This is an optimization exercise on Yosys and OpenROAD, whose aim is small area, a short achievable clock period and few clock cycles, not a production implementation.
In this exercise RTL edits were held to simulation tests only and were not proved equivalent to the original.

<file path="config.mk">
export PLATFORM = sky130hd
export DESIGN_NAME = line_follower_turn_sequencer
export DESIGN_NICKNAME = line_follower_turn_sequencer
export VERILOG_FILES = /design/flow/design.v
export SDC_FILE = /design/flow/constraint.sdc
export NUM_CORES = 4
export LEC_CHECK = 0
export CAP_MARGIN = 20
export CORE_MARGIN = 2
export CORE_UTILIZATION = 60
export SETUP_SLACK_MARGIN = 4.8
export SLEW_MARGIN = 20
export TNS_END_PERCENT = 10
</file>
<file path="constraint.sdc">
create_clock -name core_clock -period 8.0 [get_ports {clk}]
set_input_delay 1.6000 -clock core_clock [delete_from_list [all_inputs] [get_ports {clk}]]
set_output_delay 1.6000 -clock core_clock [all_outputs]
set_load 0.01 [all_outputs]
</file>
<file path="design.v">
`default_nettype none
package lfts_pkg;
	localparam int YAW_W    = 16;
	localparam int TIME_W   = 32;
	localparam int ANGLE_W  = 9;
	localparam int PERIOD_W = 20;
	localparam int PROD_W   = 36;   
	localparam int THR_W    = 33;   
	localparam int HEAD_W   = 40;   
	localparam int PWR_W    = 8;
	localparam int CFG_IDX_W  = 2;
	localparam int CFG_DATA_W = 20;
	localparam logic [THR_W-1:0] HEADING_PER_DEG = THR_W'(16000000);
	localparam logic [ANGLE_W-1:0]  TURN_ANGLE_RST       = ANGLE_W'(72);
	localparam logic [ANGLE_W-1:0]  TURNAROUND_ANGLE_RST = ANGLE_W'(140);
	localparam logic [PERIOD_W-1:0] PERIOD_RST           = PERIOD_W'(10000);
	localparam logic signed [PWR_W-1:0] PWR_ZERO = PWR_W'(0);
	localparam logic signed [PWR_W-1:0] PWR_FWD  = PWR_W'(60);
	localparam logic signed [PWR_W-1:0] PWR_TURN = PWR_W'(70);
	localparam logic signed [PWR_W-1:0] PWR_BACK = 8'shBA;   
	localparam logic signed [PWR_W-1:0] PWR_CHK  = PWR_W'(50);
	typedef logic [2:0] mode_t;
	localparam logic [2:0] MODE_FWD        = 3'd0;
	localparam logic [2:0] MODE_LEFT       = 3'd1;
	localparam logic [2:0] MODE_CHECK      = 3'd2;
	localparam logic [2:0] MODE_RIGHT      = 3'd3;
	localparam logic [2:0] MODE_TURN90     = 3'd4;
	localparam logic [2:0] MODE_TURNAROUND = 3'd5;
	typedef logic [CFG_IDX_W-1:0] cfg_reg_t;
	localparam logic [CFG_IDX_W-1:0] REG_TURN_ANGLE       = 2'd0;
	localparam logic [CFG_IDX_W-1:0] REG_TURNAROUND_ANGLE = 2'd1;
	localparam logic [CFG_IDX_W-1:0] REG_PERIOD           = 2'd2;
	typedef struct packed {
		logic outer_left;
		logic inner_left;
		logic middle;
		logic inner_right;
		logic outer_right;
		logic park;
	} ir_t;
	typedef struct packed {
		ir_t  ir;
		logic turn_done;
		logic turnaround_done;
	} fsm_in_t;
	typedef struct packed {
		mode_t                   next_mode;
		logic                    clear_heading;
		logic signed [PWR_W-1:0] left_power;
		logic signed [PWR_W-1:0] right_power;
	} fsm_out_t;
	function automatic logic [THR_W-1:0] angle_thr(input logic [ANGLE_W-1:0] deg);
		angle_thr = THR_W'(deg) * HEADING_PER_DEG;
	endfunction
endpackage
`default_nettype wire
`default_nettype none
module lfts_mode_fsm
(
	input  wire [2:0] mode_i,
	input  wire [3:0] code_i,        
	input  wire       turn_done_i,
	input  wire       back_done_i,
	output reg  [2:0] next_o,
	output reg        clr_o
);
	wire [1:0] chk = code_i[3:2];    
	wire       mid = code_i[1];
	wire       e   = code_i[0];
	always @(*) begin
		next_o = mode_i;
		clr_o  = 1'b0;
		case (mode_i)
			lfts_pkg::MODE_LEFT: begin
				if (chk == 2'd0 && e) begin
					next_o = lfts_pkg::MODE_FWD;
					clr_o  = 1'b1;
				end
			end
			lfts_pkg::MODE_RIGHT: begin
				if (mid) begin
					next_o = lfts_pkg::MODE_FWD;
					clr_o  = 1'b1;
				end
			end
			lfts_pkg::MODE_TURN90: begin
				if (turn_done_i) begin
					next_o = lfts_pkg::MODE_CHECK;
					clr_o  = 1'b1;
				end
			end
			lfts_pkg::MODE_TURNAROUND: begin
				if (back_done_i) begin
					next_o = lfts_pkg::MODE_CHECK;
					clr_o  = 1'b1;
				end
			end
			lfts_pkg::MODE_CHECK: begin
				case (chk)
					2'd0:    next_o = lfts_pkg::MODE_FWD;
					2'd1:    next_o = lfts_pkg::MODE_LEFT;
					2'd3:    next_o = lfts_pkg::MODE_RIGHT;
					default: next_o = lfts_pkg::MODE_CHECK;
				endcase
			end
			default: begin
				next_o = lfts_pkg::MODE_FWD;
				if (e) begin
					case (chk)
						2'd1:    next_o = mid ? lfts_pkg::MODE_TURN90 : lfts_pkg::MODE_LEFT;
						2'd2:    next_o = lfts_pkg::MODE_TURNAROUND;
						2'd3:    next_o = lfts_pkg::MODE_RIGHT;
						default: next_o = lfts_pkg::MODE_FWD;
					endcase
				end
			end
		endcase
	end
endmodule
module lfts_ir_code
(
	input  wire [5:0] ir_i,          
	output wire [3:0] code_o
);
	wire ol  = ir_i[5];
	wire il  = ir_i[4];
	wire mid = ir_i[3];
	wire irr = ir_i[2];
	wire orr = ir_i[1];
	wire pk  = ir_i[0];
	wire [1:0] chk = irr ? 2'd1 : il ? 2'd3 : mid ? 2'd0 : 2'd2;
	wire left_exit = !ol && !il && mid && !irr && !orr;
	wire fwd_turn  = !pk && ((!il && !mid && irr) || (il && !mid && !irr)
		|| (ol && il && mid && irr && orr) || (!ol && !il && !mid && !irr && !orr));
	assign code_o = {chk, mid, left_exit || fwd_turn};
endmodule
module lfts_add #(
	parameter int W = 8
) (
	input  wire [W-1:0] a,
	input  wire [W-1:0] b,
	input  wire         ci,
	output wire [W-1:0] s,
	output wire         co
);
	function automatic int levels(input int n);
		levels = 0;
		while ((1 << levels) <= n) levels++;
	endfunction
	localparam int L = levels(W);
	logic [W:0] g [L+1];
	logic [W:0] p [L+1];
	always_comb begin
		g[0] = {a & b, ci};
		p[0] = {a ^ b, 1'b0};
		for (int l = 0; l < L; l++) begin
			for (int i = 0; i <= W; i++) begin
				if ((i >> l) & 1) begin
					g[l+1][i] = g[l][i] | (p[l][i] & g[l][((i >> l) << l) - 1]);
					p[l+1][i] = p[l][i] & p[l][((i >> l) << l) - 1];
				end else begin
					g[l+1][i] = g[l][i];
					p[l+1][i] = p[l][i];
				end
			end
		end
	end
	assign s  = p[0][W:1] ^ g[L][W-1:0];
	assign co = g[L][W];
endmodule
module lfts_booth_array
(
	input  wire [15:0] y,
	input  wire [5:0]  one,
	input  wire [5:0]  two,
	input  wire [4:0]  neg,
	output wire [25:0] ra,
	output wire [25:0] rb
);
	wire [16:0] y1 = {y[15], y};
	wire [16:0] y2 = {y, 1'b0};
	wire [16:0] x0 = (({17{one[0]}} & y1) | ({17{two[0]}} & y2)) ^ {17{neg[0]}};
	wire [16:0] x1 = (({17{one[1]}} & y1) | ({17{two[1]}} & y2)) ^ {17{neg[1]}};
	wire [16:0] x2 = (({17{one[2]}} & y1) | ({17{two[2]}} & y2)) ^ {17{neg[2]}};
	wire [16:0] x3 = (({17{one[3]}} & y1) | ({17{two[3]}} & y2)) ^ {17{neg[3]}};
	wire [16:0] x4 = (({17{one[4]}} & y1) | ({17{two[4]}} & y2)) ^ {17{neg[4]}};
	wire [15:0] x5 = {16{one[5]}} & y;
	wire t1 = x0[6] ^ x1[4];
	wire t2 = x0[6] & x1[4];
	wire t3 = x0[7] ^ x1[5];
	wire t4 = x0[7] & x1[5];
	wire t5 = x0[8] ^ x1[6] ^ x2[4];
	wire t6 = (x0[8] & x1[6]) | (x2[4] & (x0[8] ^ x1[6]));
	wire t7 = x3[2] ^ x4[0];
	wire t8 = x3[2] & x4[0];
	wire t9 = x0[9] ^ x1[7] ^ x2[5];
	wire t10 = (x0[9] & x1[7]) | (x2[5] & (x0[9] ^ x1[7]));
	wire t11 = x3[3] ^ x4[1];
	wire t12 = x3[3] & x4[1];
	wire t13 = x0[10] ^ x1[8] ^ x2[6];
	wire t14 = (x0[10] & x1[8]) | (x2[6] & (x0[10] ^ x1[8]));
	wire t15 = x3[4] ^ x4[2] ^ x5[0];
	wire t16 = (x3[4] & x4[2]) | (x5[0] & (x3[4] ^ x4[2]));
	wire t17 = x0[11] ^ x1[9] ^ x2[7];
	wire t18 = (x0[11] & x1[9]) | (x2[7] & (x0[11] ^ x1[9]));
	wire t19 = x3[5] ^ x4[3] ^ x5[1];
	wire t20 = (x3[5] & x4[3]) | (x5[1] & (x3[5] ^ x4[3]));
	wire t21 = x0[12] ^ x1[10] ^ x2[8];
	wire t22 = (x0[12] & x1[10]) | (x2[8] & (x0[12] ^ x1[10]));
	wire t23 = x3[6] ^ x4[4] ^ x5[2];
	wire t24 = (x3[6] & x4[4]) | (x5[2] & (x3[6] ^ x4[4]));
	wire t25 = x0[13] ^ x1[11] ^ x2[9];
	wire t26 = (x0[13] & x1[11]) | (x2[9] & (x0[13] ^ x1[11]));
	wire t27 = x3[7] ^ x4[5] ^ x5[3];
	wire t28 = (x3[7] & x4[5]) | (x5[3] & (x3[7] ^ x4[5]));
	wire t29 = x0[14] ^ x1[12] ^ x2[10];
	wire t30 = (x0[14] & x1[12]) | (x2[10] & (x0[14] ^ x1[12]));
	wire t31 = x3[8] ^ x4[6] ^ x5[4];
	wire t32 = (x3[8] & x4[6]) | (x5[4] & (x3[8] ^ x4[6]));
	wire t33 = x0[15] ^ x1[13] ^ x2[11];
	wire t34 = (x0[15] & x1[13]) | (x2[11] & (x0[15] ^ x1[13]));
	wire t35 = x3[9] ^ x4[7] ^ x5[5];
	wire t36 = (x3[9] & x4[7]) | (x5[5] & (x3[9] ^ x4[7]));
	wire t37 = x1[14] ^ x2[12] ^ x3[10];
	wire t38 = (x1[14] & x2[12]) | (x3[10] & (x1[14] ^ x2[12]));
	wire t39 = x4[8] ^ x5[6] ^ x0[16];
	wire t40 = (x4[8] & x5[6]) | (x0[16] & (x4[8] ^ x5[6]));
	wire t41 = x1[15] ^ x2[13] ^ x3[11];
	wire t42 = (x1[15] & x2[13]) | (x3[11] & (x1[15] ^ x2[13]));
	wire t43 = x4[9] ^ x5[7] ^ x0[16];
	wire t44 = (x4[9] & x5[7]) | (x0[16] & (x4[9] ^ x5[7]));
	wire t45 = ~x1[16] ^ x2[14] ^ x3[12];
	wire t46 = (~x1[16] & x2[14]) | (x3[12] & (~x1[16] ^ x2[14]));
	wire t47 = x4[10] ^ x5[8] ^ ~x0[16];
	wire t48 = (x4[10] & x5[8]) | (~x0[16] & (x4[10] ^ x5[8]));
	wire t49 = x2[15] ^ x3[13] ^ x4[11];
	wire t50 = (x2[15] & x3[13]) | (x4[11] & (x2[15] ^ x3[13]));
	wire t51 = x5[9] ^ 1'b1;
	wire t52 = x5[9] & 1'b1;
	wire t53 = ~x2[16] ^ x3[14] ^ x4[12];
	wire t54 = (~x2[16] & x3[14]) | (x4[12] & (~x2[16] ^ x3[14]));
	wire t55 = x3[15] ^ x4[13];
	wire t56 = x3[15] & x4[13];
	wire t57 = x0[4] ^ x1[2];
	wire t58 = x0[4] & x1[2];
	wire t59 = x0[5] ^ x1[3];
	wire t60 = x0[5] & x1[3];
	wire t61 = x2[2] ^ x3[0] ^ neg[3];
	wire t62 = (x2[2] & x3[0]) | (neg[3] & (x2[2] ^ x3[0]));
	wire t63 = x2[3] ^ x3[1] ^ t2;
	wire t64 = (x2[3] & x3[1]) | (t2 & (x2[3] ^ x3[1]));
	wire t65 = neg[4] ^ t4 ^ t5;
	wire t66 = (neg[4] & t4) | (t5 & (neg[4] ^ t4));
	wire t67 = t6 ^ t8 ^ t9;
	wire t68 = (t6 & t8) | (t9 & (t6 ^ t8));
	wire t69 = t10 ^ t12 ^ t13;
	wire t70 = (t10 & t12) | (t13 & (t10 ^ t12));
	wire t71 = t14 ^ t16 ^ t17;
	wire t72 = (t14 & t16) | (t17 & (t14 ^ t16));
	wire t73 = t18 ^ t20 ^ t21;
	wire t74 = (t18 & t20) | (t21 & (t18 ^ t20));
	wire t75 = t22 ^ t24 ^ t25;
	wire t76 = (t22 & t24) | (t25 & (t22 ^ t24));
	wire t77 = t26 ^ t28 ^ t29;
	wire t78 = (t26 & t28) | (t29 & (t26 ^ t28));
	wire t79 = t30 ^ t32 ^ t33;
	wire t80 = (t30 & t32) | (t33 & (t30 ^ t32));
	wire t81 = t34 ^ t36 ^ t37;
	wire t82 = (t34 & t36) | (t37 & (t34 ^ t36));
	wire t83 = t38 ^ t40 ^ t41;
	wire t84 = (t38 & t40) | (t41 & (t38 ^ t40));
	wire t85 = t42 ^ t44 ^ t45;
	wire t86 = (t42 & t44) | (t45 & (t42 ^ t44));
	wire t87 = t46 ^ t48 ^ t49;
	wire t88 = (t46 & t48) | (t49 & (t46 ^ t48));
	wire t89 = x5[10] ^ t50 ^ t52;
	wire t90 = (x5[10] & t50) | (t52 & (x5[10] ^ t50));
	wire t91 = x5[11] ^ 1'b1 ^ t54;
	wire t92 = (x5[11] & 1'b1) | (t54 & (x5[11] ^ 1'b1));
	wire t93 = ~x3[16] ^ x4[14] ^ x5[12];
	wire t94 = (~x3[16] & x4[14]) | (x5[12] & (~x3[16] ^ x4[14]));
	wire t95 = x4[15] ^ x5[13];
	wire t96 = x4[15] & x5[13];
	wire t97 = x0[2] ^ x1[0];
	wire t98 = x0[2] & x1[0];
	wire t99 = x0[3] ^ x1[1];
	wire t100 = x0[3] & x1[1];
	wire t101 = x2[0] ^ neg[2] ^ t57;
	wire t102 = (x2[0] & neg[2]) | (t57 & (x2[0] ^ neg[2]));
	wire t103 = x2[1] ^ t58 ^ t59;
	wire t104 = (x2[1] & t58) | (t59 & (x2[1] ^ t58));
	wire t105 = t1 ^ t60 ^ t61;
	wire t106 = (t1 & t60) | (t61 & (t1 ^ t60));
	wire t107 = t3 ^ t62 ^ t63;
	wire t108 = (t3 & t62) | (t63 & (t3 ^ t62));
	wire t109 = t7 ^ t64 ^ t65;
	wire t110 = (t7 & t64) | (t65 & (t7 ^ t64));
	wire t111 = t11 ^ t66 ^ t67;
	wire t112 = (t11 & t66) | (t67 & (t11 ^ t66));
	wire t113 = t15 ^ t68 ^ t69;
	wire t114 = (t15 & t68) | (t69 & (t15 ^ t68));
	wire t115 = t19 ^ t70 ^ t71;
	wire t116 = (t19 & t70) | (t71 & (t19 ^ t70));
	wire t117 = t23 ^ t72 ^ t73;
	wire t118 = (t23 & t72) | (t73 & (t23 ^ t72));
	wire t119 = t27 ^ t74 ^ t75;
	wire t120 = (t27 & t74) | (t75 & (t27 ^ t74));
	wire t121 = t31 ^ t76 ^ t77;
	wire t122 = (t31 & t76) | (t77 & (t31 ^ t76));
	wire t123 = t35 ^ t78 ^ t79;
	wire t124 = (t35 & t78) | (t79 & (t35 ^ t78));
	wire t125 = t39 ^ t80 ^ t81;
	wire t126 = (t39 & t80) | (t81 & (t39 ^ t80));
	wire t127 = t43 ^ t82 ^ t83;
	wire t128 = (t43 & t82) | (t83 & (t43 ^ t82));
	wire t129 = t47 ^ t84 ^ t85;
	wire t130 = (t47 & t84) | (t85 & (t47 ^ t84));
	wire t131 = t51 ^ t86 ^ t87;
	wire t132 = (t51 & t86) | (t87 & (t51 ^ t86));
	wire t133 = t53 ^ t88 ^ t89;
	wire t134 = (t53 & t88) | (t89 & (t53 ^ t88));
	wire t135 = t55 ^ t90 ^ t91;
	wire t136 = (t55 & t90) | (t91 & (t55 ^ t90));
	wire t137 = t56 ^ t92 ^ t93;
	wire t138 = (t56 & t92) | (t93 & (t56 ^ t92));
	wire t139 = 1'b1 ^ t94 ^ t95;
	wire t140 = (1'b1 & t94) | (t95 & (1'b1 ^ t94));
	wire t141 = ~x4[16] ^ x5[14] ^ t96;
	wire t142 = (~x4[16] & x5[14]) | (t96 & (~x4[16] ^ x5[14]));
	assign ra = {~x5[15], t140, t138, t136, t134, t132, t130, t128, t126, t124, t122, t120, t118, t116, t114, t112, t110, t108, t106, t104, t102, t100, t98, neg[1], x0[1], x0[0]};
	assign rb = {t142, t141, t139, t137, t135, t133, t131, t129, t127, t125, t123, t121, t119, t117, t115, t113, t111, t109, t107, t105, t103, t101, t99, t97, 1'b0, neg[0]};
endmodule
`default_nettype wire
`default_nettype none
module line_follower_turn_sequencer
(
	input  wire                clk,
	input  wire                arst_n,
	input  wire                in_valid,
	output wire                in_ready,
	input  wire                in_ir_outer_left,
	input  wire                in_ir_inner_left,
	input  wire                in_ir_middle,
	input  wire                in_ir_inner_right,
	input  wire                in_ir_outer_right,
	input  wire                in_ir_park,
	input  wire signed [15:0]  in_yaw_rate,
	input  wire [31:0]         in_time_us,
	output wire                out_valid,
	input  wire                out_ready,
	output wire signed [7:0]   out_left_power,
	output wire signed [7:0]   out_right_power,
	output wire [2:0]          out_next_mode,
	input  wire                cfg_valid,
	output wire                cfg_ready,
	input  wire [1:0]          cfg_reg_index,
	input  wire [19:0]         cfg_wdata
);
	localparam int CAP = 7;     
	localparam int QD  = 6;     
	localparam int QA  = 3;     
	localparam logic [22:0] DEG_UNIT = 23'd15625;   
	logic [19:0] period_q;
	logic [22:0] thr_t_q;
	logic [22:0] thr_b_q;
	logic        cfg_ready_q;
	logic        wr_angle;
	assign wr_angle  = cfg_valid && cfg_ready_q && !cfg_reg_index[1];
	assign cfg_ready = cfg_ready_q;
	always_ff @(posedge clk or negedge arst_n) begin
		if (!arst_n) begin
			period_q    <= lfts_pkg::PERIOD_RST;
			cfg_ready_q <= 1'b0;    
		end else begin
			cfg_ready_q <= !wr_angle;
			if (cfg_valid && cfg_ready_q && cfg_reg_index == lfts_pkg::REG_PERIOD) period_q <= cfg_wdata;
		end
	end
	logic [3:0] occ_q;
	logic       in_ready_q;
	logic       out_valid_q;
	logic       accept, pop;
	logic [3:0] occ_nx;
	assign accept   = in_valid && in_ready_q;
	assign pop      = out_valid_q && out_ready;
	assign occ_nx   = (accept == pop) ? occ_q : accept ? occ_q + 4'd1 : occ_q - 4'd1;
	assign in_ready = in_ready_q;
	always_ff @(posedge clk or negedge arst_n) begin
		if (!arst_n) begin
			occ_q      <= '0;
			in_ready_q <= 1'b0;     
		end else begin
			occ_q      <= occ_nx;
			in_ready_q <= occ_nx < 4'(CAP) && !wr_angle;
		end
	end
	logic        v1, v2, v3, v4, v5;
	logic        cm1, cm2, cm3, cm4;    
	logic [3:0]  ir1, ir2, ir3, ir4;    
	logic [3:0]  ir_code;
	logic [31:0] t1;
	logic        int2, int3, int4;
	always_ff @(posedge clk or negedge arst_n) begin
		if (!arst_n) begin
			v1 <= 1'b0; v2 <= 1'b0; v3 <= 1'b0; v4 <= 1'b0; v5 <= 1'b0;
			cm1 <= 1'b0; cm2 <= 1'b0; cm3 <= 1'b0; cm4 <= 1'b0;
		end else begin
			v1 <= accept; v2 <= v1; v3 <= v2; v4 <= v3; v5 <= v4;
			cm1 <= wr_angle; cm2 <= cm1; cm3 <= cm2; cm4 <= cm3;
		end
	end
	lfts_ir_code u_code (
		.ir_i   ({in_ir_outer_left, in_ir_inner_left, in_ir_middle,
			in_ir_inner_right, in_ir_outer_right, in_ir_park}),
		.code_o (ir_code)
	);
	always_ff @(posedge clk) begin
		ir1 <= {ir_code[3:1], wr_angle ? cfg_reg_index[0] : ir_code[0]};
		t1  <= in_time_us;
	end
	logic        pend_q;
	logic [31:0] last_q;
	logic        lo_ge, lo_due, hi_ne0, hi_ne1, due;
	logic [21:0] xu, xv, xs;
	logic        x_co, lo_co;
	logic [19:0] lo_s;
	logic [11:0] ha, hb;
	logic        hz;
	always_comb begin
		xu = {2'b00, t1[19:0]} ^ {2'b11, ~last_q[19:0]} ^ {2'b11, ~period_q};
		xv = ({2'b00, t1[19:0]} & {2'b11, ~last_q[19:0]})
			| ({2'b00, t1[19:0]} & {2'b11, ~period_q})
			| ({2'b11, ~last_q[19:0]} & {2'b11, ~period_q});
	end
	lfts_add #(.W(22)) u_x  (.a(xu), .b({xv[20:0], 1'b1}), .ci(1'b1), .s(xs), .co(x_co));
	lfts_add #(.W(20)) u_lo (.a(t1[19:0]), .b(~last_q[19:0]), .ci(1'b1), .s(lo_s), .co(lo_co));
	assign ha = t1[31:20];
	assign hb = ~last_q[31:20];
	always_comb begin
		hz = !(ha[0] ^ hb[0]);
		for (int i = 1; i < 12; i++) hz = hz && ((ha[i] ^ hb[i]) == (ha[i-1] | hb[i-1]));
	end
	assign lo_ge  = lo_co;                        
	assign lo_due = lo_ge ? !xs[21] : (xs[21:20] != 2'b10);
	assign hi_ne0 = t1[31:20] != last_q[31:20];
	assign hi_ne1 = !hz;
	assign due    = (lo_ge ? hi_ne0 : hi_ne1) || lo_due;
	always_ff @(posedge clk or negedge arst_n) begin
		if (!arst_n) begin
			pend_q <= 1'b0;
			last_q <= '0;
		end else if (v1) begin
			if (pend_q) begin
				last_q <= t1;
				pend_q <= 1'b0;
			end else if (due) begin
				pend_q <= 1'b1;
			end
		end
	end
	always_ff @(posedge clk) begin
		int2 <= pend_q; ir2 <= ir1;
		int3 <= int2;   ir3 <= ir2;
		int4 <= int3;   ir4 <= ir3;
	end
	function automatic logic [17:0] digits(input logic [9:0] half);
		logic [12:0] x;
		logic [5:0]  one, two, neg;
		x = {2'b00, half, 1'b0};
		for (int i = 0; i < 6; i++) begin
			one[i] = x[2*i+1] ^ x[2*i];
			two[i] = (x[2*i+2] & ~x[2*i+1] & ~x[2*i]) | (~x[2*i+2] & x[2*i+1] & x[2*i]);
			neg[i] = x[2*i+2];
		end
		digits = {one, two, neg};
	endfunction
	logic        hi_next;
	logic [15:0] ya_q;
	logic [17:0] da_q;
	logic        hi_a_q;    
	logic [25:0] ra, rb, ra_q, rb_q;
	logic [25:0] r_q, bsum, addend, bu, bv;
	logic [9:0]  lo10_q;
	logic [15:0] ad_q;
	logic        b_co;
	assign hi_next = (v1 && pend_q) || cm1;
	always_ff @(posedge clk) begin
		if (!hi_next) ya_q <= wr_angle ? {7'd0, cfg_wdata[8:0]} : in_yaw_rate;
		if (hi_next)  da_q <= digits(cm1 ? 10'(DEG_UNIT >> 10) : period_q[19:10]);
		else          da_q <= digits(wr_angle ? 10'(DEG_UNIT) : period_q[9:0]);
	end
	lfts_booth_array u_arr (
		.y   (ya_q),
		.one (da_q[17:12]),
		.two (da_q[11:6]),
		.neg (da_q[4:0]),
		.ra  (ra),
		.rb  (rb)
	);
	assign addend = {{10{ad_q[15]}}, ad_q};
	assign bu     = ra_q ^ rb_q ^ addend;
	assign bv     = (ra_q & rb_q) | (ra_q & addend) | (rb_q & addend);
	lfts_add #(.W(26)) u_b (.a(bu), .b({bv[24:0], 1'b0}), .ci(1'b0), .s(bsum), .co(b_co));
	always_ff @(posedge clk or negedge arst_n) begin
		if (!arst_n) begin
			hi_a_q <= 1'b0;
		end else begin
			hi_a_q <= hi_next;
		end
	end
	always_ff @(posedge clk) begin
		ra_q   <= ra;
		rb_q   <= rb;
		r_q    <= bsum;
		ad_q   <= hi_a_q ? bsum[25:10] : 16'd0;
		lo10_q <= r_q[9:0];
	end
	logic [2:0]         mode_q;
	logic signed [40:0] head_q;    
	logic               ft_q, fb_q;
	logic               ct, cb;
	logic [2:0]         next_d, next_f;
	logic               clr_d, clr_f;
	logic [40:0]        head_o;    
	logic               zero_q;    
	logic [35:0]        step;
	logic [40:0]        hsum;
	logic [40:0]        hsat;
	logic               h_co;
	assign ct = !head_q[40] && (head_q[39:10] >= {7'd0, thr_t_q});
	assign cb = !head_q[40] && (head_q[39:10] >= {7'd0, thr_b_q});
	lfts_mode_fsm u_fsm_d (
		.mode_i (mode_q), .code_i (ir4), .turn_done_i (ct), .back_done_i (cb),
		.next_o (next_d), .clr_o (clr_d)
	);
	lfts_mode_fsm u_fsm_f (
		.mode_i (mode_q), .code_i (ir4), .turn_done_i (ft_q), .back_done_i (fb_q),
		.next_o (next_f), .clr_o (clr_f)
	);
	assign step = {r_q, lo10_q};
	lfts_add #(.W(41)) u_h (
		.a ({head_q[39], head_q[39:0]}), .b ({{5{step[35]}}, step}), .ci (1'b0),
		.s (hsum), .co (h_co)
	);
	always_comb begin
		if (head_q[40] != head_q[39]) hsat = head_q[40] ? {2'b11, 39'd0} : {2'b00, {39{1'b1}}};
		else                          hsat = head_q;
		if (v4 && int4)       head_o = {{5{step[35]}}, step};    
		else if (zero_q)      head_o = '0;
		else                  head_o = hsat;
	end
	always_ff @(posedge clk or negedge arst_n) begin
		if (!arst_n) begin
			mode_q  <= lfts_pkg::MODE_FWD;
			head_q  <= '0;
			zero_q  <= 1'b0;
			ft_q    <= 1'b0;
			fb_q    <= 1'b0;
			thr_t_q <= 23'(lfts_pkg::TURN_ANGLE_RST) * DEG_UNIT;
			thr_b_q <= 23'(lfts_pkg::TURNAROUND_ANGLE_RST) * DEG_UNIT;
		end else begin
			ft_q <= ct;
			fb_q <= cb;
			if (cm4 && !ir4[0]) thr_t_q <= step[22:0];
			if (cm4 &&  ir4[0]) thr_b_q <= step[22:0];
			head_q <= (v4 && int4 && !clr_f && !zero_q) ? hsum : head_o;
			zero_q <= v4 && !int4 && clr_d;
			if (zero_q) begin
				ft_q <= thr_t_q == 23'd0;
				fb_q <= thr_b_q == 23'd0;
			end
			if (v4) mode_q <= int4 ? next_f : next_d;
		end
	end
	logic [2:0]    q_mem [QD];
	logic [QA-1:0] q_wp, q_rp;
	logic [QA:0]   q_cnt;
	logic [2:0]    out_next_q;
	logic [7:0]    out_l_q, out_r_q;
	logic          load, from_q, q_wr;
	logic [2:0]    load_next;
	logic [7:0]    dec_l, dec_r;
	assign load      = !out_valid_q || out_ready;
	assign from_q    = q_cnt != 0;
	assign q_wr      = v5 && (!load || from_q);
	assign load_next = from_q ? q_mem[q_rp] : mode_q;
	always_comb begin
		case (out_next_q)
			lfts_pkg::MODE_LEFT:       begin dec_l = lfts_pkg::PWR_FWD;  dec_r = lfts_pkg::PWR_ZERO; end
			lfts_pkg::MODE_RIGHT:      begin dec_l = lfts_pkg::PWR_ZERO; dec_r = lfts_pkg::PWR_FWD;  end
			lfts_pkg::MODE_TURN90:     begin dec_l = lfts_pkg::PWR_ZERO; dec_r = lfts_pkg::PWR_TURN; end
			lfts_pkg::MODE_TURNAROUND: begin dec_l = lfts_pkg::PWR_BACK; dec_r = lfts_pkg::PWR_TURN; end
			lfts_pkg::MODE_CHECK:      begin dec_l = lfts_pkg::PWR_CHK;  dec_r = lfts_pkg::PWR_CHK;  end
			default:                   begin dec_l = lfts_pkg::PWR_FWD;  dec_r = lfts_pkg::PWR_FWD;  end
		endcase
	end
	always_ff @(posedge clk or negedge arst_n) begin
		if (!arst_n) begin
			out_valid_q <= 1'b0;
			out_next_q  <= lfts_pkg::MODE_FWD;
			q_wp        <= '0;
			q_rp        <= '0;
			q_cnt       <= '0;
		end else begin
			if (load) begin
				if (from_q || v5) begin
					out_valid_q <= 1'b1;
					out_next_q  <= load_next;
				end else begin
					out_valid_q <= 1'b0;
				end
			end
			if (q_wr) q_wp <= (q_wp == QA'(QD - 1)) ? '0 : q_wp + 1'b1;
			if (load && from_q) q_rp <= (q_rp == QA'(QD - 1)) ? '0 : q_rp + 1'b1;
			if (q_wr && !(load && from_q)) q_cnt <= q_cnt + 1'b1;
			else if (!q_wr && load && from_q) q_cnt <= q_cnt - 1'b1;
		end
	end
	always_ff @(posedge clk) begin
		if (v5) q_mem[q_wp] <= mode_q;    
		if (load && (from_q || v5)) begin
			out_l_q <= dec_l;
			out_r_q <= dec_r;
		end
	end
	assign out_valid       = out_valid_q;
	assign out_left_power  = out_l_q;
	assign out_right_power = out_r_q;
	assign out_next_mode   = out_next_q;
endmodule
`default_nettype wire
</file>
<file path="run.sh">
#!/bin/bash
# synth_recipe.tcl (not shown) runs the flow's synth.tcl, then flattens the netlist and writes it again
# the make line also repeats each setting of config.mk as NAME=value (left out here)
make -C /OpenROAD-flow-scripts/flow DESIGN_CONFIG=/design/flow/config.mk WORK_HOME=/design/flow/orfs CLKGATE_MAP_FILE= SYNTH_SCRIPT=/design/flow/synth_recipe.tcl finish
</file>
==> results.txt, run 1 <==
* Die Y at a little under 200 um
* Critical Path AT at about 1.6 ns
* Post-synth ARST share at 45.2%
* # clock sinks at 389
* Mapped Area at 0.0222 sq mm
* DR vias at between 15000 and 20000
* WL/cell at 18.4 um
* Avg Synthesized Cell Area at 10.4 sq um
* Total gr overflow at 0
* Hold buffers post-CTS at 0
* Status: finished clean
* Synth Warn # at 14
* CTS tree: done
* Die width at 196 um
* Drt total wl at 49500 um
* Multi-input gate area at between 0.01 and 0.015 sq mm
* Tcrit/Tclk final at 40.2%
* Final instance area at 0.0250 sq mm
* Area of the die at 0.0386 sq mm
* Max-capacitance violation count at 0
* Pre-CTS setup slack at 4.23 ns
* Final Max Slew Viols at 0
* Netlist cell types at 82
* Final hold vios at 0
* GRT Util Overall at a little over a quarter
* Min Tclk post-route at 3.21 ns
* Initial Utilization at 60.9%
* ANT nets after route at 0
* Post-synthesis sequential area ratio at between 40% and 50%
* WP buf/inv at 1
* Num rows at 70
* Share of cells above drive strength 1 at 9.53%
* Initial DRC Count at 852
* CP max stage cell: clkdlybuf4s50_1
* Initial antenna violation count at 0
* FMAX at 311 MHz
* Placed cell area at 0.0235 sq mm
* Crit-path max cell delay at a little under 0.6 ns
* Worst slew pin tran at ~1.1 ns
* CTS Root Cell: clkbuf_16
* EDFF count, synth at 44
* Worst-path maximum fanout at 7
* CP endpoint kind: output port
* Final hold slack at between 0.3 and 0.4 ns
* I/O pin total at between 100 and 150
* TNS Setup at 0 ns
* Buffers on Ports at 98
* Largest net degree at the start of global routing at 125
* Unrepaired setup endpoints after global routing: yes
* Post-route setup slack at 4.79 ns
* Worst setup SP type: register
* 1st-pass router iterations at 5
* CTS buffer count at 42
* CP Class: reg -> out
* # DRC at 0
* Post-Syn Instances at 2138
* Placed wire-length estimate at about 36000 um
* Worst hold path class: reg -> reg
* CTS Buffer Depth at 3
* Clock transition at the registers of the reported paths at 0.06 ns
* Max_slew headroom at 28.2%
* Req. time, crit path at 6.40 ns
* Ys flop type: dfxtp_1
* Critical path's top delay family: buffers and inverters
* Flops & latches, synth at 389
* Seq. cell area at around 0.009 sq mm
* Vias/cell at a little under 6
* Crit-path cells: clkdlybuf4s50_1
* Clock latency (worst-skew pair) at 0.56 ns
* # diodes at 0
* Core area at 0.0365 sq mm
* Max Clock Skew at 0.0172 ns
* Fillers at 2888
* H-tree lvl count at 2
* P&R area growth vs syn at 12.6%
* Final setup vio count at 0
* Final net count at 2557
* GP Congestion at 0.825
* Vias in the first global route at about 16000
* Global-route wire length before repair at 81900 um
-- cells in the final DEF (no fill, tap or decap), types with 85 or more instances in the layout --
master | Yosys | routed
ha_1 | 176 | 176
dfxtp_1 | 169 | 167
dfrtp_1 | 155 | 153
nor2_1 | 112 | 112
xnor2_1 | 86 | 85
inv_1 | 198 | 198
a21oi_1 | 126 | 124
fa_1 | 110 | 110
nand2_1 | 166 | 166
o21ai_0 | 102 | 102
clkdlybuf4s50_1 | 0 | 97
-- Yosys cell counts (all sizes together) (21+ instances only) --
master	number	share of area (%)
nor2	112	1.9
mux2	71	3.6
ha	176	9.9
edfxtp	44	5.9
clkbuf	89	1.5
and2	31	0.87
dfxtp	169	15
dfrtp	155	17
inv	198	3.3
o21ai	106	2.4
a22oi	78	2.6
xor2	74	2.9
a21oi	129	3.0
a21o	44	1.5
xnor2	86	3.4
fa	110	9.9
nand2	166	2.8
dfstp	21	2.5
nand3	21	0.47
-- stage by stage --
| stage | utilization [%] | cells |
|---|---|---|
| 2_1_floorplan | - | 2141 |
| 3_3_place_gp | 64.3 | 2612 |
| 3_5_place_dp | 64.3 | 2613 |
| 4_1_cts | 68.3 | 2691 |
| 5_1_grt | 68.5 | 2692 |
| 6_report | 68.5 | 2692 |
-- routing by layer --
| metal | up-vias | global-route usage [%] | wire length, um |
|---|---|---|---|
| li1 | 7440 | - | - |
| met4 | 0 | 10.3 | 1740 |
| met1 | 7623 | 33.9 | 21100 |
| met2 | 388 | 46.6 | 24600 |
| met5 | - | 0 | 0 |
| met3 | 101 | 3.29 | 2110 |
-- path summary, 6_finish.rpt --
| kind | cells past startpoint | startpoint | endpoint | slack [ns] |
|---|---|---|---|---|
| min in group asynchronous | 1 | arst_n | q_cnt[1] | 0.90 |
| max | 1 | out_next_q[0] | out_next_mode[0] | 4.79 |
| min reg2reg | 0 | ir2[2] | ir3[2] | 0.33 |
| max reg2reg | 10 | ra_q[2] | ad_q[10] | 4.88 |
| min | 0 | ir2[2] | ir3[2] | 0.33 |
| max in group asynchronous | 2 | arst_n | period_q[16] | 6.10 |
-- cell families after synthesis --
| logic type | Yosys count | share of synthesized area (%) |
|---|---|---|
| adders and majority gates | 286 | 19.8 |
| buffers and inverters | 303 | 5.25 |
| other | 1 | 0.0169 |
| DFF | 389 | 41.1 |
| AOI/OAI and AO/OA | 472 | 13.8 |
| xor gates and xnor gates | 160 | 6.30 |
| and+or+nand+nor | 448 | 9.59 |
| muxes | 79 | 4.13 |
-- timing repair --
item,4_1_cts,5_1_grt
resized for setup,1,11
endpoints found under the setup margin,30,17
hold endpoints to repair,0,0
buffers inserted,0,0
-- layout make-up --
cell class	instances	area share, %
multi-input cells	1449	47.9
inverters	198	2.97
clock inverters	18	0.775
repair buffers	110	4.39
flip-flops and latches	389	36.5
well taps	468	2.34
clock buffers	60	5.05
-- state kept, by name, summed over array words and instances (netlist names), 5 cells and up --
signal / count
out_l_q: 5
ya_q: 16
ad_q: 16
q_mem: 18
t1: 32
thr_b_q: 23
ra_q: 26
period_q: 20
last_q: 32
out_r_q: 5
head_q: 41
r_q: 26
thr_t_q: 23
lo10_q: 10
da_q: 15
rb_q: 25
Testbench counts, summed over its fixed seeds: cycles 35,495.
==> inputs of run 2 (changes only) <==
--- a/config.mk
+++ b/config.mk
@@ -8,6 +8,8 @@
 export CAP_MARGIN = 20
 export CORE_MARGIN = 2
 export CORE_UTILIZATION = 60
+export CTS_CLUSTER_DIAMETER = 100
+export CTS_CLUSTER_SIZE = 20
 export SETUP_SLACK_MARGIN = 4.8
 export SLEW_MARGIN = 20
 export TNS_END_PERCENT = 10
==> run 2 against run 1 <==
Net effect:
- largest cell class unchanged
- count of clock-buffer cells in the layout decreased by 22
- sequential cell count unchanged
- worst setup slack improved by 0.0099 ns
- highest routed layer unchanged
- utilization decreased by 2.2 points
- worst hold slack got worse by 0.0070 ns
- fmax increased by 0.31%
- area after synthesis unchanged
- cell count decreased by 1.4%
- critical endpoint is now out_next_mode[1]
==> results.txt, run 2 <==
* Final setup vio count at 0 (unchanged)
* Max-capacitance violation count at 0 (unchanged)
* CP Class: reg -> out (unchanged)
* Fillers at 2964 (was 2888)
* Final net count at 2538 (was 2557)
* Die Y at 196 um (unchanged)
* GP Congestion at 0.825 (unchanged)
* Pre-CTS setup slack at 4.23 ns (unchanged)
* Worst hold path class: reg -> reg (unchanged)
* # diodes at 0 (unchanged)
* Ys flop type: dfxtp_1 (unchanged)
* DR vias at 15300 (was 15600)
* Area contributors post-synth: dfrtp_1, dfxtp_1, fa_1, ha_1, edfxtp_1 (unchanged)
* Critical path's top delay family: buffers and inverters (unchanged)
* Commonest non-fill, non-tap cells in the layout: inv_1, ha_1, dfxtp_1, nand2_1, dfrtp_1 (unchanged)
* Biggest regs: head_q (41), last_q (32), t1 (32) (unchanged)
* Initial Utilization at 60.9% (unchanged)
* Largest register FFs at 41 (unchanged)
* Worst slew pin tran at 1.07 ns (was 1.08 ns)
* I/O pin total at 103 (unchanged)
* Crit-path cells: clkdlybuf4s50_1 (unchanged)
* Mapped Area at 0.0222 sq mm (unchanged)
* Post-synthesis sequential area ratio at 41.1% (unchanged)
* Initial antenna violation count at 0 (unchanged)
* Post-route setup slack at 4.80 ns (was 4.79 ns)
* Worst setup SP type: register (unchanged)
* Num rows at 70 (unchanged)
* Crit-path max cell delay at 0.59 ns (about the same)
* Most common cell after layout, fill and taps aside: inv_1 (unchanged)
* Flops & latches, synth at 389 (unchanged)
* 1st-pass router iterations at 5 (unchanged)
* Largest area contributor in the netlist: dfrtp_1 (unchanged)
* GRT Util Overall at 25.8% (was 26.6%)
* Area of the die at 0.0386 sq mm (unchanged)
* ANT nets after route at 0 (unchanged)
* Max_slew headroom at 28.5% (was 28.2%)
* Vias in the first global route at 15800 (was 16000)
* H-tree lvl count at 1 (was 2)
* Global-route wire length before repair at 80600 um (was 81900 um)
* Largest net degree at the start of global routing at 125 (unchanged)
* Post-synth ARST share at 45.2% (unchanged)
* Final Max Slew Viols at 0 (unchanged)
* Total gr overflow at 0 (unchanged)
* Most common cell in the netlist: inv_1 (unchanged)
* # DRC at 0 (unchanged)
* Tcrit/Tclk final at 40.0% (was 40.2%)
* Share of cells above drive strength 1 at 7.78% (was 9.53%)
* CTS Buffer Depth at 3 (unchanged)
* Final hold vios at 0 (unchanged)
* Core area at 0.0365 sq mm (unchanged)
* CTS buffer count at 23 (was 42)
* Unrepaired setup endpoints after global routing: yes (unchanged)
* WL/cell at 18.3 um (was 18.4 um)
* Most flop-heavy register: head_q (unchanged)
* FMAX at 312 MHz (was 311 MHz)
* # clock sinks at 389 (unchanged)
* TNS Setup at 0 ns (unchanged)
* Avg Synthesized Cell Area at 10.4 sq um (unchanged)
* CTS Root Cell: clkbuf_16 (unchanged)
* Die width at 196 um (unchanged)
* Initial DRC Count at 832 (was 852)
* Status: finished clean (unchanged)
* Vias/cell at 5.78 (about the same)
* Clock latency (worst-skew pair) at 0.55 ns (was 0.56 ns)
* WP buf/inv at 1 (unchanged)
* EDFF count, synth at 44 (unchanged)
* Top cell type's share of synthesized area at 17.4% (unchanged)
* CTS tree: done (unchanged)
* CP max stage cell: clkdlybuf4s50_1 (unchanged)
* Req. time, crit path at 6.40 ns (about the same)
* Hold buffers post-CTS at 0 (unchanged)
* P&R area growth vs syn at 8.90% (was 12.6%)
* Post-Syn Instances at 2138 (unchanged)
* Worst-path maximum fanout at 7 (unchanged)
* Max Clock Skew at 0.0174 ns (was 0.0172 ns)
* Min Tclk post-route at 3.20 ns (was 3.21 ns)
* Placed wire-length estimate at 36300 um (unchanged)
* CP endpoint kind: output port (unchanged)
* Synth Warn # at 14 (unchanged)
* Netlist cell types at 82 (unchanged)
* Commonest cells post-synth: inv_1, ha_1, dfxtp_1 (unchanged)
* Drt total wl at 48500 um (was 49500 um)
* Buffers on Ports at 98 (unchanged)
* Clock transition at the registers of the reported paths at 0.08 ns (was 0.06 ns)
* Critical Path AT at 1.60 ns (was 1.61 ns)
## run 2: cell counts after synthesis
No cell type changed its count.
## run 2: final timing paths
kind / slack, ns / cells past startpoint / endpoint / startpoint
setup / recovery: 4.80 / 1 / out_next_mode[1] / out_next_q[1]
hold reg to reg: 0.32 / 0 / ir4[3] / ir3[3]
hold / removal: 0.32 / 0 / ir4[3] / ir3[3]
max in group asynchronous: 6.08 / 2 / period_q[17] / arst_n
setup reg to reg: 4.90 / 10 / ad_q[10] / ra_q[2]
min in group asynchronous: 0.91 / 1 / q_cnt[1] / arst_n
## run 2: routing by layer
layer / share of wire, % / vias to the layer above / global-route usage, %
li1: - / 7373 / -
met1: 43 / 7536 / 33.7
met2: 50 / 345 / 45.8
met3: 3.6 / 76 / 2.14
met4: 3.4 / 0 / 8.45
met5: 0 / - / 0
## run 2: cell type report
type / instances / area [sq um] / share of cell area (%)
clock buffers: 38 / 632 / 2.61
clock inverters: 1 / 11.3 / 0.0465
inverters: 198 / 743 / 3.07
multi-input cells: 1449 / 12000 / 49.6
flip-flops and latches: 389 / 9140 / 37.8
well taps: 468 / 586 / 2.42
repair buffers: 110 / 1100 / 4.54
## run 2: cells by family (layout without fill, tap and decap cells)
kind of cell	Yosys count	count (layout)	synth area share [%]
other cells	1	4	0.0169
flops	389	389	41.1
mux	79	79	4.13
xor+xnor	160	160	6.30
simple gates	448	448	9.59
buf+inv	303	347	5.25
compound gates	472	472	13.8
fa+ha+maj	286	286	19.8
## run 2: metrics by stage
step / hold WS [ns] / util (%) / instance area, sq um / std cells
after floorplan: 0.310 / - / 22200 / 2141
after global placement: 0.312 / 64.3 / 23500 / 2612
after detailed placement: 0.312 / 64.3 / 23500 / 2613
after CTS: 0.325 / 66.1 / 24100 / 2652
after global routing: 0.331 / 66.3 / 24200 / 2653
final: 0.318 / 66.3 / 24200 / 2653
## run 2: timing repair
item,4_1_cts,5_1_grt
setup buffers,0,0
pin swaps,0,1
cloned,0,0
setup endpoints to repair,30,18
resized for setup,1,11
==> inputs of run 3 (changes only) <==
--- a/config.mk
+++ b/config.mk
@@ -8,8 +8,8 @@
 export CAP_MARGIN = 20
 export CORE_MARGIN = 2
 export CORE_UTILIZATION = 60
-export CTS_CLUSTER_DIAMETER = 100
-export CTS_CLUSTER_SIZE = 20
+export CTS_CLUSTER_DIAMETER = 150
+export CTS_CLUSTER_SIZE = 30
 export SETUP_SLACK_MARGIN = 4.8
 export SLEW_MARGIN = 20
 export TNS_END_PERCENT = 10
==> run 3 against run 2 <==
Net effect:
- still clean
- first-iteration DRC count shrank 1.7%
- synthesized cell count stayed put
- sequential share of layout area is 0.30 points higher
- non-clock buffer count is the same
- count of clock-buffer cells in the layout decreased by 11
- critical path type unchanged
- largest cell class unchanged
==> results.txt, run 3 <==
* Core area at 0.0365 sq mm (unchanged)
* Status: finished clean (unchanged)
* Largest register FFs at 41 (unchanged)
* Placed wire-length estimate at 36300 um (unchanged)
* WL/cell at 18.4 um (was 18.3 um)
* Max_slew headroom at 28.9% (was 28.5%)
* Vias/cell at 5.80 (was 5.78)
* # clock sinks at 389 (unchanged)
* Critical path's top delay family: buffers and inverters (unchanged)
* GRT Util Overall at 26.0% (was 25.8%)
* Max Clock Skew at 0.0371 ns (was 0.0174 ns)
* Worst setup SP type: register (unchanged)
* Die Y at 196 um (unchanged)
* Min Tclk post-route at 3.17 ns (was 3.20 ns)
* Largest area contributor in the netlist: dfrtp_1 (unchanged)
* Largest net degree at the start of global routing at 125 (unchanged)
* Final net count at 2531 (was 2538)
* Worst hold path class: reg -> reg (unchanged)
* Initial DRC Count at 818 (was 832)
* Clock latency (worst-skew pair) at 0.55 ns (about the same)
* Avg Synthesized Cell Area at 10.4 sq um (unchanged)
* FMAX at 316 MHz (was 312 MHz)
* Flops & latches, synth at 389 (unchanged)
* Area contributors post-synth: dfrtp_1, dfxtp_1, fa_1, ha_1, edfxtp_1 (unchanged)
* Unrepaired setup endpoints after global routing: yes (unchanged)
* Mapped Area at 0.0222 sq mm (unchanged)
* Netlist cell types at 82 (unchanged)
* M2 GR Usage at 46.2% (was 45.8%)
* CTS tree: done (unchanged)
* WP buf/inv at 1 (unchanged)
* ANT nets after route at 0 (unchanged)
* GRT met1 Usage at 33.9% (was 33.7%)
* Post-Syn Instances at 2138 (unchanged)
* Top cell type's share of synthesized area at 17.4% (unchanged)
* Tcrit/Tclk final at 39.6% (was 40.0%)
* Final setup vio count at 0 (unchanged)
* Num rows at 70 (unchanged)
* CTS Buffer Depth at 3 (unchanged)
* Reg2reg path depth at 11 (was 10)
* Grt met3 use at 2.24% (was 2.14%)
* Commonest cells post-synth: inv_1, ha_1, dfxtp_1 (unchanged)
* GRT busiest layer: met2 (unchanged)
* Most common cell in the netlist: inv_1 (unchanged)
* Commonest non-fill, non-tap cells in the layout: inv_1, ha_1, dfxtp_1, nand2_1, dfrtp_1 (unchanged)
* Post-synth ARST share at 45.2% (unchanged)
* # diodes at 0 (unchanged)
* Worst slew pin tran at 1.07 ns (about the same)
* H-tree lvl count at 1 (unchanged)
* Total gr overflow at 0 (unchanged)
* Final hold vios at 0 (unchanged)
* Most flop-heavy register: head_q (unchanged)
* Initial antenna violation count at 0 (unchanged)
* Most common cell after layout, fill and taps aside: inv_1 (unchanged)
* CP max stage cell: clkdlybuf4s50_1 (unchanged)
* Final instance area at 0.0240 sq mm (was 0.0242 sq mm)
* GP Congestion at 0.825 (unchanged)
* # DRC at 0 (unchanged)
* 1st-pass router iterations at 5 (unchanged)
* I/O pin total at 103 (unchanged)
* Worst hold path depth at 0 (unchanged)
* Post-synthesis sequential area ratio at 41.1% (unchanged)
* CP endpoint kind: output port (unchanged)
* Ys flop type: dfxtp_1 (unchanged)
* CP Class: reg -> out (unchanged)
* CTS Root Cell: clkbuf_16 (unchanged)
* Die width at 196 um (unchanged)
* DR vias at 15300 (about the same)
* Critical Path AT at 1.57 ns (was 1.60 ns)
* Crit-path cells: clkdlybuf4s50_1 (unchanged)
* Drt total wl at 48600 um (was 48500 um)
* Hold buffers post-CTS at 0 (unchanged)
* TNS Setup at 0 ns (unchanged)
* Vias in the first global route at 15800 (about the same)
* Share of cells above drive strength 1 at 7.73% (was 7.78%)
* Synth Warn # at 14 (unchanged)
* Final hold slack at 0.336 ns (was 0.318 ns)
* P&R area growth vs syn at 8.04% (was 8.90%)
* Buffers on Ports at 98 (unchanged)
* Global-route wire length before repair at 81000 um (was 80600 um)
* Final Max Slew Viols at 0 (unchanged)
* Area of the die at 0.0386 sq mm (unchanged)
* Fillers at 2957 (was 2964)
* Placed cell area at 0.0235 sq mm (unchanged)
* Clock transition at the registers of the reported paths at 0.11 ns (was 0.08 ns)
* Crit-path max cell delay at 0.57 ns (was 0.59 ns)
* Req. time, crit path at 6.40 ns (about the same)
* EDFF count, synth at 44 (unchanged)
* Worst-path maximum fanout at 9 (was 7)
* Biggest regs: head_q (41), last_q (32), t1 (32) (unchanged)
* Max-capacitance violation count at 0 (unchanged)
* WP depth at 1 (unchanged)
* Initial Utilization at 60.9% (unchanged)
* CTS buffer count at 16 (was 23)
## run 3: cells by family after synthesis
kind of cell,Yosys count,share of synthesized area [%]
AO/OA/AOI/OAI,472,13.8
XOR/XNOR,160,6.30
adder cells (fa/ha/maj),286,19.8
buffers and inverters,303,5.25
flip-flops,389,41.1
multiplexers,79,4.13
other,1,0.0169
AND/OR/NAND/NOR,448,9.59
## run 3: final timing paths
check,from,end,slack [ns]
worst max-delay path,out_next_q[2],out_next_mode[2],4.83
worst min-delay path,ir3[1],ir4[1],0.34
worst max register to register,lo10_q[4],head_q[32],4.90
worst min register to register,ir3[1],ir4[1],0.34
max in group asynchronous,arst_n,period_q[2],5.57
min in group asynchronous,arst_n,q_cnt[1],1.14
## run 3: layout make-up
| class | count | area, sq um | area share [%] |
|---|---|---|---|
| inverter | 198 | 743 | 3.09 |
| multi-input combinational | 1449 | 12000 | 50.0 |
| sequential | 389 | 9140 | 38.1 |
| clock buffer | 27 | 442 | 1.84 |
| clock inverter | 1 | 16.3 | 0.0677 |
| tap | 468 | 586 | 2.44 |
| timing repair buffer | 110 | 1080 | 4.50 |
## run 3: through the flow
stage                     setup slack (ns)  cells  util (%)
after global placement                4.28   2612      64.3
after CTS                             4.66   2641      65.6
after floorplan                       4.92   2141         -
after global routing                  4.75   2642      65.8
final                                 4.83   2642      65.8
after detailed placement              4.23   2613      64.3
## run 3: what timing repair did
action                                 in CTS  in global routing
setup endpoints to repair                  32                 29
pin swaps                                   0                  6
gates cloned                                0                  0
setup buffers                               0                  1
endpoints found under the hold margin       0                  0
resized for setup                           1                 16
## run 3: routing by layer
layer / vias to the layer above / part of all wire [%]
met5: - / 0
met4: 0 / 2.9
met3: 75 / 3.6
met2: 340 / 50
met1: 7546 / 44
li1: 7357 / -
==> inputs of run 4 (changes only) <==
--- a/config.mk
+++ b/config.mk
@@ -7,7 +7,7 @@
 export LEC_CHECK = 0
 export CAP_MARGIN = 20
 export CORE_MARGIN = 2
-export CORE_UTILIZATION = 60
+export CORE_UTILIZATION = 65
 export CTS_CLUSTER_DIAMETER = 150
 export CTS_CLUSTER_SIZE = 30
 export SETUP_SLACK_MARGIN = 4.8
==> run 4 against run 3 <==
Net effect:
- still clean on timing, DRC and antenna
- register-to-register slack is essentially flat
- sequential share of layout area about the same
- via count increased by 0.12%
- area after synthesis stayed put
- fmax is 1.8% lower
- worst setup slack lost 0.057 ns
- synthesized cell count unchanged
- design area hardly changed
- critical path depth unchanged
- utilization is 5.7 points higher
- critical endpoint unchanged
- largest cell class unchanged
- highest routed layer unchanged
==> results.txt, run 4 <==
* Commonest non-fill, non-tap cells in the layout: inv_1, ha_1, dfxtp_1, nand2_1, dfrtp_1 (unchanged)
* Max_slew headroom at 30.6% (was 28.9%)
* Worst reg2reg path startpoint: ra_q[2] (was lo10_q[4])
* Area of the die at 0.0357 sq mm (was 0.0386 sq mm)
* Top cell type's share of synthesized area at 17.4% (unchanged)
* Die width at 189 um (was 196 um)
* 1st-pass router iterations at 5 (unchanged)
* Initial antenna violation count at 0 (unchanged)
* Largest area contributor in the netlist: dfrtp_1 (unchanged)
* Worst slew pin tran at 1.04 ns (was 1.07 ns)
* Global-route wire length before repair at 81200 um (was 81000 um)
* CTS Buffer Depth at 3 (unchanged)
* Placed Cells at 2593 (was 2613)
* Share of cells above drive strength 1 at 7.63% (was 7.73%)
* Post-synthesis sequential area ratio at 41.1% (unchanged)
* # DRC at 0 (unchanged)
* Final hold slack at 0.335 ns (was 0.336 ns)
* Multi-input gate area at 0.0120 sq mm (unchanged)
* Setup crit start: out_next_q[2] (unchanged)
* GP Congestion at 0.845 (was 0.825)
* Hold path startpoint: ir2[1] (was ir3[1])
* Post-route setup slack at 4.78 ns (was 4.83 ns)
* Mapped Area at 0.0222 sq mm (unchanged)
* GRT Util Overall at 28.1% (was 26.0%)
* Max-capacitance violation count at 0 (unchanged)
* CP endpoint kind: output port (unchanged)
* Unrepaired setup endpoints after global routing: yes (unchanged)
* Largest net degree at the start of global routing at 100 (was 125)
* Status: finished clean (unchanged)
* Crit-path max cell delay at 0.59 ns (was 0.57 ns)
* CTS tree: done (unchanged)
* Flops & latches, synth at 389 (unchanged)
* WL/cell at 18.3 um (was 18.4 um)
* Post-synth ARST share at 45.2% (unchanged)
* Final setup vio count at 0 (unchanged)
* # diodes at 0 (unchanged)
* FMAX at 310 MHz (was 316 MHz)
* Ys flop type: dfxtp_1 (unchanged)
* Netlist cell types at 82 (unchanged)
* Most common cell in the netlist: inv_1 (unchanged)
* Req. time, crit path at 6.40 ns (about the same)
* Die Y at 189 um (was 196 um)
* Vias/cell at 5.85 (was 5.80)
* Clock latency (worst-skew pair) at 0.54 ns (was 0.55 ns)
* CP Class: reg -> out (unchanged)
* H-tree lvl count at 1 (unchanged)
* EDFF count, synth at 44 (unchanged)
* Post-Syn Instances at 2138 (unchanged)
* Synth Warn # at 14 (unchanged)
* Initial DRC Count at 832 (was 818)
* Pre-CTS setup slack at 4.23 ns (about the same)
* Critical Path AT at 1.62 ns (was 1.57 ns)
* Fin cells at 2623 (was 2642)
* CTS buffer count at 16 (unchanged)
* CTS Root Cell: clkbuf_16 (unchanged)
* Total gr overflow at 0 (unchanged)
* Worst setup SP type: register (unchanged)
* Vias in the first global route at 16300 (was 15800)
* Worst-path maximum fanout at 9 (unchanged)
* Largest register FFs at 41 (unchanged)
* DR vias at 15300 (about the same)
* Final hold vios at 0 (unchanged)
* Biggest regs: head_q (41), last_q (32), t1 (32) (unchanged)
* Min Tclk post-route at 3.22 ns (was 3.17 ns)
* Crit-path cells: clkdlybuf4s50_1 (unchanged)
* Reg-to-reg slack, setup at 4.90 ns (about the same)
* Num rows at 67 (was 70)
* Final Core Density at 71.4% (was 65.8%)
* Critical path's top delay family: buffers and inverters (unchanged)
* Tcrit/Tclk final at 40.3% (was 39.6%)
* Worst hold path class: reg -> reg (unchanged)
* Initial Utilization at 66.1% (was 60.9%)
* Post-CTS Setup Bufs at 0 (unchanged)
* Placed wire-length estimate at 36200 um (was 36300 um)
* Area contributors post-synth: dfrtp_1, dfxtp_1, fa_1, ha_1, edfxtp_1 (unchanged)
* Fillers at 2493 (was 2957)
* Seq. cell area at 0.00914 sq mm (about the same)
* Core area at 0.0336 sq mm (was 0.0365 sq mm)
* Avg Synthesized Cell Area at 10.4 sq um (unchanged)
* Most flop-heavy register: head_q (unchanged)
* Max Clock Skew at 0.0299 ns (was 0.0371 ns)
* Final Max Slew Viols at 0 (unchanged)
* CP max stage cell: clkdlybuf4s50_1 (unchanged)
* Commonest cells post-synth: inv_1, ha_1, dfxtp_1 (unchanged)
* Drt total wl at 48100 um (was 48600 um)
* Final net count at 2532 (was 2531)
* # clock sinks at 389 (unchanged)
* Most common cell after layout, fill and taps aside: inv_1 (unchanged)
* Clock transition at the registers of the reported paths at 0.11 ns (about the same)
* Buffers on Ports at 98 (unchanged)
* I/O pin total at 103 (unchanged)
* TNS Setup at 0 ns (unchanged)
* WP buf/inv at 1 (unchanged)
* P&R area growth vs syn at 8.04% (about the same)
* ANT nets after route at 0 (unchanged)
-- run 4: cell counts after synthesis --
Identical to the previous run, type by type.
-- run 4: area by class of cell --
type / instances / share of cell area (%)
Clock inverter: 1 / 0.0677
Clock buffer: 27 / 1.84
Tap cell: 448 / 2.33
Timing Repair Buffer: 111 / 4.61
Multi-Input combinational cell: 1449 / 50.0
Sequential cell: 389 / 38.0
Inverter: 198 / 3.09
-- run 4: worst paths after layout --
check,to,cells past startpoint
worst max-delay path,out_next_mode[2],1
max in group asynchronous,period_q[1],2
worst max register to register,ad_q[10],10
min in group asynchronous,q_rp[0],1
worst min-delay path,ir3[1],0
worst min register to register,ir3[1],0
-- run 4: cell families (layout without fill, tap and decap cells) --
family	count (synthesis)	after routing	synth area share [%]
compound gates	472	472	13.8
xor+xnor	160	160	6.30
fa+ha+maj	286	286	19.8
buf+inv	303	337	5.25
flops	389	389	41.1
mux	79	79	4.13
other cells	1	4	0.0169
simple gates	448	448	9.59
-- run 4: what timing repair did --
| item | 4_1_cts | 5_1_grt |
|---|---|---|
| resized for setup | 1 | 14 |
| pin swaps | 0 | 2 |
| hold buffers | 0 | 0 |
| setup endpoints to repair | 29 | 29 |
-- run 4: metal layers --
layer,track usage [%],wire [um]
met3,2.61,1950
met4,10.4,1680
met1,36.0,20300
met5,0,0
met2,49.9,24100
-- run 4: per-stage QoR --
| step | cell area [sq um] |
|---|---|
| final | 24000 |
| after global routing | 24000 |
| after CTS | 23900 |
| after detailed placement | 23500 |
| after global placement | 23500 |
| after floorplan | 22200 |
==> inputs of run 5 (changes only) <==
--- a/config.mk
+++ b/config.mk
@@ -7,9 +7,9 @@
 export LEC_CHECK = 0
 export CAP_MARGIN = 20
 export CORE_MARGIN = 2
-export CORE_UTILIZATION = 65
+export CORE_UTILIZATION = 55
 export CTS_CLUSTER_DIAMETER = 150
 export CTS_CLUSTER_SIZE = 30
-export SETUP_SLACK_MARGIN = 4.8
+export SETUP_SLACK_MARGIN = 5
 export SLEW_MARGIN = 20
 export TNS_END_PERCENT = 10
==> run 5 against run 4 <==
Net effect:
- critical path depth is the same
- register-to-register slack gained 0.04 ns
- fmax rose by 4.7%
- design area is 1.2% higher
- worst hold slack about the same
- still clean
- area after synthesis did not move
- clock skew down 0.013 ns
- sequential cell count unchanged
- non-clock buffer count is 11 higher
- cell count up 3.4%
==> results.txt, run 5 <==
* Most flop-heavy register: head_q (unchanged)
* Critical Path AT at 1.48 ns (was 1.62 ns)
* Initial Utilization at 55.8% (was 66.1%)
* Commonest cells post-synth: inv_1, ha_1, dfxtp_1 (unchanged)
* Final Max Slew Viols at 0 (unchanged)
* Post-Syn Instances at 2138 (unchanged)
* Post-route setup slack at 4.92 ns (was 4.78 ns)
* Crit-path max cell delay at 0.55 ns (was 0.59 ns)
* DR vias at 15100 (was 15300)
* Clock latency (worst-skew pair) at 0.53 ns (was 0.54 ns)
* Num rows at 73 (was 67)
* Critical path's top delay family: buffers and inverters (unchanged)
* WP buf/inv at 1 (unchanged)
* ANT nets after route at 0 (unchanged)
* GRT met1 Usage at 31.2% (was 36.0%)
* # clock sinks at 389 (unchanged)
* Worst slew pin tran at 1.07 ns (was 1.04 ns)
* Status: finished clean (unchanged)
* # DRC at 0 (unchanged)
* Min Tclk post-route at 3.08 ns (was 3.22 ns)
* I/O pin total at 103 (unchanged)
* Largest area contributor in the netlist: dfrtp_1 (unchanged)
* CTS Buffer Depth at 3 (unchanged)
* Top cell type's share of synthesized area at 17.4% (unchanged)
* Max_slew headroom at 28.5% (was 30.6%)
* GP Congestion at 0.827 (was 0.845)
* Core area at 0.0398 sq mm (was 0.0336 sq mm)
* Die Y at 205 um (was 189 um)
* Post-synth ARST share at 45.2% (unchanged)
* Flops & latches, synth at 389 (unchanged)
* CP max stage cell: clkdlybuf4s50_1 (unchanged)
* Crit-path cells: clkdlybuf4s50_1 (unchanged)
* Commonest non-fill, non-tap cells in the layout: inv_1, ha_1, nand2_1, dfxtp_1, dfrtp_1 (was inv_1, ha_1, dfxtp_1, nand2_1, dfrtp_1)
* Vias in the first global route at 15700 (was 16300)
* TNS Setup at 0 ns (unchanged)
* GRT busiest layer: met2 (unchanged)
* Ys flop type: dfxtp_1 (unchanged)
* Post-synthesis sequential area ratio at 41.1% (unchanged)
* Area contributors post-synth: dfrtp_1, dfxtp_1, fa_1, ha_1, edfxtp_1 (unchanged)
* CTS Root Cell: clkbuf_16 (unchanged)
* Final hold vios at 0 (unchanged)
* Grt met3 use at 2.39% (was 2.61%)
* Netlist cell types at 82 (unchanged)
* Largest net degree at the start of global routing at 114 (was 100)
* Placed wire-length estimate at 37200 um (was 36200 um)
* GRT Util Overall at 24.3% (was 28.1%)
* EDFF count, synth at 44 (unchanged)
* Buffers on Ports at 98 (unchanged)
* Vias/cell at 5.57 (was 5.85)
* CP endpoint kind: output port (unchanged)
* Max-capacitance violation count at 0 (unchanged)
* Share of cells above drive strength 1 at 9.19% (was 7.63%)
* CTS buffer count at 16 (unchanged)
* Req. time, crit path at 6.40 ns (about the same)
* Initial antenna violation count at 0 (unchanged)
* Final Core Density at 61.0% (was 71.4%)
* CP Class: reg -> out (unchanged)
* Avg Synthesized Cell Area at 10.4 sq um (unchanged)
* Tcrit/Tclk final at 38.5% (was 40.3%)
* Total gr overflow at 0 (unchanged)
* Most common cell in the netlist: inv_1 (unchanged)
* Largest register FFs at 41 (unchanged)
* Most common cell after layout, fill and taps aside: inv_1 (unchanged)
* 1st-pass router iterations at 5 (unchanged)
* Worst-path maximum fanout at 4 (was 9)
* Area of the die at 0.0420 sq mm (was 0.0357 sq mm)
-- run 5: timing repair --
item	4_1_cts	5_1_grt
hold buffers	0	0
gates resized for setup	1	45
endpoints found under the setup margin	81	103
buffers inserted	0	12
pin swaps	0	17
-- run 5: worst paths after layout --
kind | to | slack [ns] | depth (start not counted) | start
worst max-delay path | out_next_mode[0] | 4.92 | 1 | out_next_q[0]
worst min-delay path | ir4[1] | 0.34 | 0 | ir3[1]
worst max register to register | head_q[32] | 4.94 | 11 | lo10_q[1]
worst min register to register | ir4[1] | 0.34 | 0 | ir3[1]
max in group asynchronous | head_q[21] | 5.42 | 2 | arst_n
min in group asynchronous | q_rp[0] | 1.17 | 1 | arst_n
-- run 5: routing by layer --
| layer | vias to the layer above | wire [um] |
|---|---|---|
| met5 | - | 0 |
| met3 | 71 | 1680 |
| met1 | 7376 | 22200 |
| met2 | 279 | 24800 |
| li1 | 7383 | - |
| met4 | 0 | 1100 |
-- run 5: area by class of cell --
type	instances	area, sq um
fill	3369	15500
multi-input combinational	1449	12100
sequential	389	9150
timing repair buffer	122	1170
inverter	198	743
tap	525	657
clock buffer	28	467
-- run 5: cell families after synthesis --
kind of cell    share of synthesized area [%]
compound gates                           13.8
buf+inv                                  5.25
other cells                            0.0169
fa+ha+maj                                19.8
xor+xnor                                 6.30
flops                                    41.1
simple gates                             9.59
mux                                      4.13
-- run 5: metrics by stage --
| stage | instances | hold slack [ns] | cell area [sq um] |
|---|---|---|---|
| after CTS | 2699 | 0.340 | 24000 |
| final | 2711 | 0.335 | 24300 |
| after floorplan | 2141 | 0.310 | 22200 |
| after global routing | 2711 | 0.343 | 24300 |
| after global placement | 2670 | 0.311 | 23600 |
| after detailed placement | 2671 | 0.312 | 23600 |

-- what the ideal ports hide --
The results above use ideal ports. As a check the final layouts listed here were re-extracted and re-timed, cells and wires unchanged.
Step 1 (the two cells are an assumption about what drives the block):
set clk [get_ports {clk}]
set_driving_cell -lib_cell sky130_fd_sc_hd__clkbuf_16 $clk
set_driving_cell -lib_cell sky130_fd_sc_hd__buf_2 [delete_from_list [all_inputs] $clk]
Step 2 moves the port delays by t, midway between the first and last clock arrival at a register: inputs arrive t later, outputs are due t later. That takes back most of the time a late clock gives input paths.
a / b / c = no drivers / after step 1 / after step 2; a / b = the first two.
run	t (ns)	setup slack, ns	worst hold slack (ns)	latest minus earliest clock arrival (ns)	cell pins on the clock port's net
run 1	0.612	4.786 / 4.731 / 4.314	0.325 / 0.325 / 0.325	0.021 / 0.020	1
run 2	0.591	4.796 / 4.743 / 4.330	0.318 / 0.318 / 0.318	0.020 / 0.021	1
run 3	0.581	4.832 / 4.778 / 4.350	0.336 / 0.336 / 0.336	0.037 / 0.037	1
run 4	0.583	4.775 / 4.721 / 4.358	0.335 / 0.335 / 0.335	0.031 / 0.030	1
run 5	0.582	4.920 / 4.862 / 4.396	0.335 / 0.335 / 0.335	0.020 / 0.020	1
After both steps every run listed still meets setup and hold. The setup slack of run 5, which loses most, moves by -0.058 ns with the drivers and by -0.524 ns with both steps.
